Context: an optimization exercise on an open-source flow, tuned for small area. The choices shown serve that exercise and are no tape-out recipe. Only simulation tests tie the RTL to the original design; equivalence was not proved.

## flow/design.v (module list and top-level ports; edited modules follow where they fit)
// module fma_unit: 5788 lines
// module g_a21o: 8 lines
// module g_a21oi: 8 lines
// module g_a222oi: 11 lines
// module g_a22o: 9 lines
// module g_fa: 10 lines
// module g_ha: 9 lines
// module g_inv: 6 lines
// module g_mux2i: 8 lines
// module g_nand2: 7 lines
// module g_nand3: 8 lines
// module g_nand4: 9 lines
// module g_nor2: 7 lines
// module g_o21ai: 8 lines
// module g_o22ai: 9 lines
// module g_or3: 8 lines
// module g_or4: 9 lines
// module g_xnor2: 7 lines
// module g_xor2: 7 lines
module fma_unit (
    input  logic        clk_i,
    input  logic        rst_i,
    input  logic        start_i,
    input  logic [31:0] a_i,
    input  logic [31:0] b_i,
    input  logic [31:0] c_i,
    input  logic        sub_i,
    input  logic [2:0]  rnd_i,
    output logic        done_o,
    output logic [37:0] res_o
);
  // ...
==> flow/flow/run.sh <==
#!/bin/bash
# Standard layout, with the port buffers made of the smallest buffer cell.
cp standard.sh standard_sh.log
export BUFFER_PORTS_ARGS="-buffer_cell sky130_fd_sc_hd__buf_1"
bash standard.sh > standard.log 2>&1
==> flow/standard.sh <==
#!/bin/bash
# synth_recipe.tcl (not shown) runs the flow's synth.tcl, then flattens the netlist and writes it again
# the make line also repeats each setting of config.mk as NAME=value (left out here)
make -C /OpenROAD-flow-scripts/flow DESIGN_CONFIG=/design/flow/config.mk WORK_HOME=/design/flow/orfs CLKGATE_MAP_FILE= SYNTH_SCRIPT=/design/flow/synth_recipe.tcl "${@:-finish}"
==> flow/config.mk <==
export PLATFORM = sky130hd
export DESIGN_NAME = fma_unit
export DESIGN_NICKNAME = fma_unit
export VERILOG_FILES = /design/flow/design.v
export SDC_FILE = /design/flow/constraint.sdc
export NUM_CORES = 4
export LEC_CHECK = 0
export CAP_MARGIN = 20
export CORE_MARGIN = 2
export CORE_UTILIZATION = 30
export CTS_BUF_LIST = sky130_fd_sc_hd__clkbuf_8
export SLEW_MARGIN = 20
export SYNTH_HIERARCHICAL = 1
==> flow/constraint.sdc <==
create_clock -name core_clock -period 13.0 [get_ports {clk_i}]
set_input_delay 2.6000 -clock core_clock [delete_from_list [all_inputs] [get_ports {clk_i}]]
set_output_delay 2.6000 -clock core_clock [all_outputs]
set_load 0.01 [all_outputs]
==> qor.csv, run 1 <==
metric;value;unit
initial core utilization;30.38;%
global placement routability congestion;0.9871;
WHS;327.7;ps
Startpoint Class;register;
hold path cells;0;
top flop regs;r_p x47, q_w x28, r_m x23;
design area;27610;um2
CP max stage cell;or4_1;
final worst path period need;11850;ps
Synth Area in Adders;24.08;%
worst r2r src;r_pbig;
Non-Clock Buffer Count;252;
number of non-clock inverters;264;
clock-pin slew on the worst setup and hold paths;90;ps
routing usage on met1;26.46;%
Final setup viols;0;
placed inst area;27200;um2
number of flops mapped to enable cells by yosys;0;
run status;finished clean;
CP top delay family;simple AND/OR/NAND/NOR gates;
Mapped Cells;2803;
Buf/Inv on CP;9;
post-synth net total;3232;
Largest register FFs;47;
top_reg_cell synth;dfxtp_1;
DRC viols;0;
Setup Fix Bufs, Post-CTS;0;
Synth Area in Simple Gates;12.56;%
crit path launch;r_pbig;
main area contributors after synthesis;fa_1, dfxtp_1, a222oi_1;
==> run 2: changes to the inputs <==
--- a/flow/config.mk
+++ b/flow/config.mk
@@ -8,5 +8,5 @@
 export CAP_MARGIN = 20
 export CORE_MARGIN = 2
-export CORE_UTILIZATION = 30
+export CORE_UTILIZATION = 40
 export CTS_BUF_LIST = sky130_fd_sc_hd__clkbuf_8
 export SLEW_MARGIN = 20
==> run 2 against run 1 <==
Compared with the run above: still clean on timing, DRC and antenna; final cell count is 6.8% lower; synthesized cell count unchanged; first-iteration DRC count decreased by 4.8%; critical endpoint is now q_w[24].
==> qor.csv, run 2 <==
metric;value;unit;change
worst reg2reg setup slack;860;ps;was 1150 ps
M3 GR Usage;7.572;%;was 6.518%
Critical R2R Capture;q_w[24];;was q_st
initial antenna violation count;0;;was 3
Mapped Cells;2803;;unchanged
total number of vias;25490;;was 25060
most frequent cells in the layout;o22ai_1, nand2_1, inv_1, a222oi_1, fa_1;;unchanged
row cnt;90;;was 104
Worst Path Arrival;12520;ps;was 12230 ps
P&R area growth vs syn;11.18;%;was 12.64%
largest net degree at the start of global routing;50;;was 63
clock-pin slew on the worst setup and hold paths;80;ps;was 90 ps
drt total wl;100900;um;was 93590 um
Worst-Margin Slew;1175;ps;was 1260 ps
clk sink count;142;;unchanged
Critical Path Fanout Max;30;;was 62
most common cell after layout, fill and taps aside;o22ai_1;;unchanged
Crit Path Class;reg2reg;;unchanged
WHS;329.2;ps;was 327.7 ps
crit-path max cell delay;610;ps;was 620 ps
die area;63280;um2;was 84010 um2
TritonCTS clock tree;done;;unchanged
Antenna Violating Nets Remaining;0;;unchanged
chip width;251.6;um;was 289.9 um
share of the synthesized area in the top cell type;19.84;%;unchanged
Util after Layout;45.07;%;was 34.23%
global placement routability congestion;0.9763;;was 0.9871
Yosys cell types;52;;unchanged
Startpoint Class;register;;unchanged
last element of the critical path;q_w[24];;was q_st
register with the most flip-flops;r_p;;unchanged
syn avg cell area;8.745;um2;unchanged
Root Buffer;clkbuf_8;;unchanged
total grt overflow;0;;unchanged
crit path launch;r_pbig;;unchanged
Slew Limit Fails;0;;unchanged
Fillers;5997;;was 8520
final worst path period need;12140;ps;was 11850 ps
top_reg_cell synth;dfxtp_1;;unchanged
MaxCap Viol Count;0;;unchanged
nets;3488;;was 3489
Core ar.;60470;um2;was 80680 um2
Avg Vias per Cell;6.615;;was 6.062
DRC viols;0;;unchanged
DRT Pass-1 Iters;15;;was 22
io pins;142;;unchanged
Antenna diodes;0;;was 1
CTS buffer count;17;;unchanged
Largest register FFs;47;;unchanged
register area share after synthesis;11.60;%;unchanged
share of cells above drive strength 1;6.738;%;was 6.704%
Fin. Hold Viols;0;;unchanged
setup TNS;0;ps;unchanged
top-count cell post-synth;o22ai_1;;unchanged
CP required;13380;ps;about the same
GRT Total Usage;30.83;%;was 21.18%
main area contributors after synthesis;fa_1, dfxtp_1, a222oi_1;;unchanged
RSZ-0062 raised after global routing;no;;unchanged
Synth top cells by count;o22ai_1, nand2_1, inv_1, a222oi_1, fa_1;;unchanged
top flop regs;r_p x47, q_w x28, r_m x23;;unchanged
CP max stage cell;or4_1;;unchanged
fin crit share;93.37;%;was 91.19%
Ys Warns;7;;unchanged
Avg WL per Cell;26.17;um;was 22.64 um
clk buf depth;2;;unchanged
Max-slew headroom;21.50;%;was 15.86%
Final setup viols;0;;unchanged
port bufs;141;;unchanged
worst r2r src;r_pbig;;unchanged
Reg2Reg Depth;44;;was 47
initial core utilization;40.54;%;was 30.38%
1st-iter DRT viols;4260;;was 4476
Clock Latency Late Sink;460;ps;was 490 ps
routing usage on met1;37.35;%;was 26.46%
met2 Use GR;51.17;%;was 34.33%
fmax;0.08238;GHz;was 0.08436 GHz
Synth Cell Area;24510;um2;unchanged
first-pass GRT wire length;151600;um;was 142000 um
Final HPWL DP;76570;um;was 72520 um
final setup skew;15.91;ps;was 22.29 ps
number of flops mapped to enable cells by yosys;0;;unchanged
register bit total from synthesis;142;;unchanged
Crit. End Element;register;;unchanged
asr flop ratio synth;0;%;unchanged
busiest grt layer;met2;;unchanged
Yosys top cell by area;fa_1;;unchanged
run status;finished clean;;unchanged
H-tree depth;4;;unchanged
vias in the first global route;25820;;was 24620
die height;251.6;um;was 289.9 um
post-synth net total;3232;;unchanged
path category of the worst min-delay check;reg2reg;;unchanged
[run 2: cell type report]
type | instances | area [um2] | area share, %
Multi-Input combinational cell | 2383 | 20660 | 75.81
Timing Repair Buffer | 251 | 1364 | 5.004
Tap cell | 782 | 978.4 | 3.590
Clock buffer | 19 | 261.5 | 0.9595
Inverter | 264 | 1002 | 3.677
Clock inverter | 13 | 137.6 | 0.5050
Sequential cell | 142 | 2850 | 10.46
[run 2: cell families after synthesis]
group | share of synthesized area, %
flops | 11.60
simple gates | 12.56
buf+inv | 4.374
mux | 9.683
fa+ha+maj | 24.08
xor+xnor | 10.46
compound gates | 27.25
[run 2: timing repair]
item                       CTS  global route
setup endpoints to repair    0            10
resized for setup            0             1
buffers inserted             0             0
hold buffers                 0             0
[run 2: Yosys stat by module, one instance, submodules excluded, excerpt]
module | times used | flip-flops and latches | cells | area, um2
g_ha | 83 | 0 | 1 | 12.51
g_or3 | 3 | 0 | 1 | 6.256
g_a22o | 22 | 0 | 1 | 8.758
g_mux2i | 236 | 0 | 1 | 10.01
g_inv | 242 | 0 | 1 | 3.754
g_o22ai | 289 | 0 | 1 | 6.256
[run 2: critical path, delay by kind of cell (launching register included)]
family	cells	cell delay (ps)
AND/OR/NAND/NOR	18	5060
buffers and inverters	6	1610
multiplexers	6	1750
flip-flops	1	590
XOR/XNOR	2	440
AO/OA/AOI/OAI	12	2590
[run 2: worst min path at each step]
stage	cells past startpoint	slack, ps	start	to
final	0	330	r_e[7]	q_e[7]
after detailed placement	0	310	r_e[4]	q_e[4]
after global placement	0	310	r_rdn	q_rdn
after floorplan	0	310	r_e[0]	q_e[0]
after CTS	0	330	r_e[4]	q_e[4]
after global routing	0	340	r_e[4]	q_e[4]
[run 2: through the flow]
stage	std cells	setup slack [ps]	cell area [um2]
floorplan	2803	76.15	24550
global placement	3821	964.2	26820
detailed placement	3822	900.4	26850
CTS	3854	886.2	27250
global route	3854	123.5	27250
finish	3854	861.8	27250
[run 2: metal layers]
layer	share of wire (%)	vias up
met4	4.7	2
met1	39	12290
met2	47	1591
met3	10	355
met5	0.035	-
li1	-	11260

## separate check: timing with driven ports
No port has a modelled driver above. Below, the same layouts with a new extraction and two added sets of constraints. Step 1 assumes that a clkbuf_16 drives the clock port and a buf_2 every other input. Step 2 times the ports against the registers' clock, not the clock port: input delays grow and output delays shrink by t, the midpoint of the rising clock arrivals with the driver on. Slacks: ideal ports / drivers / drivers and shift; pairs: ideal ports / drivers.
| run | shift t [ns] | setup WS [ns] | worst register clock-pin slew, ns | cell pins on the clock port's net |
|---|---|---|---|---|
| run 1 | 0.528 | 1.146 / 1.146 / 0.666 | 0.09 / 0.09 | 1 |
| run 2 | 0.498 | 0.862 / 0.862 / 0.830 | 0.08 / 0.08 | 1 |
After both steps every run listed still meets setup and hold. The setup slack of run 1, which loses most, moves by 0.000 ns with the drivers and by -0.480 ns with both steps.
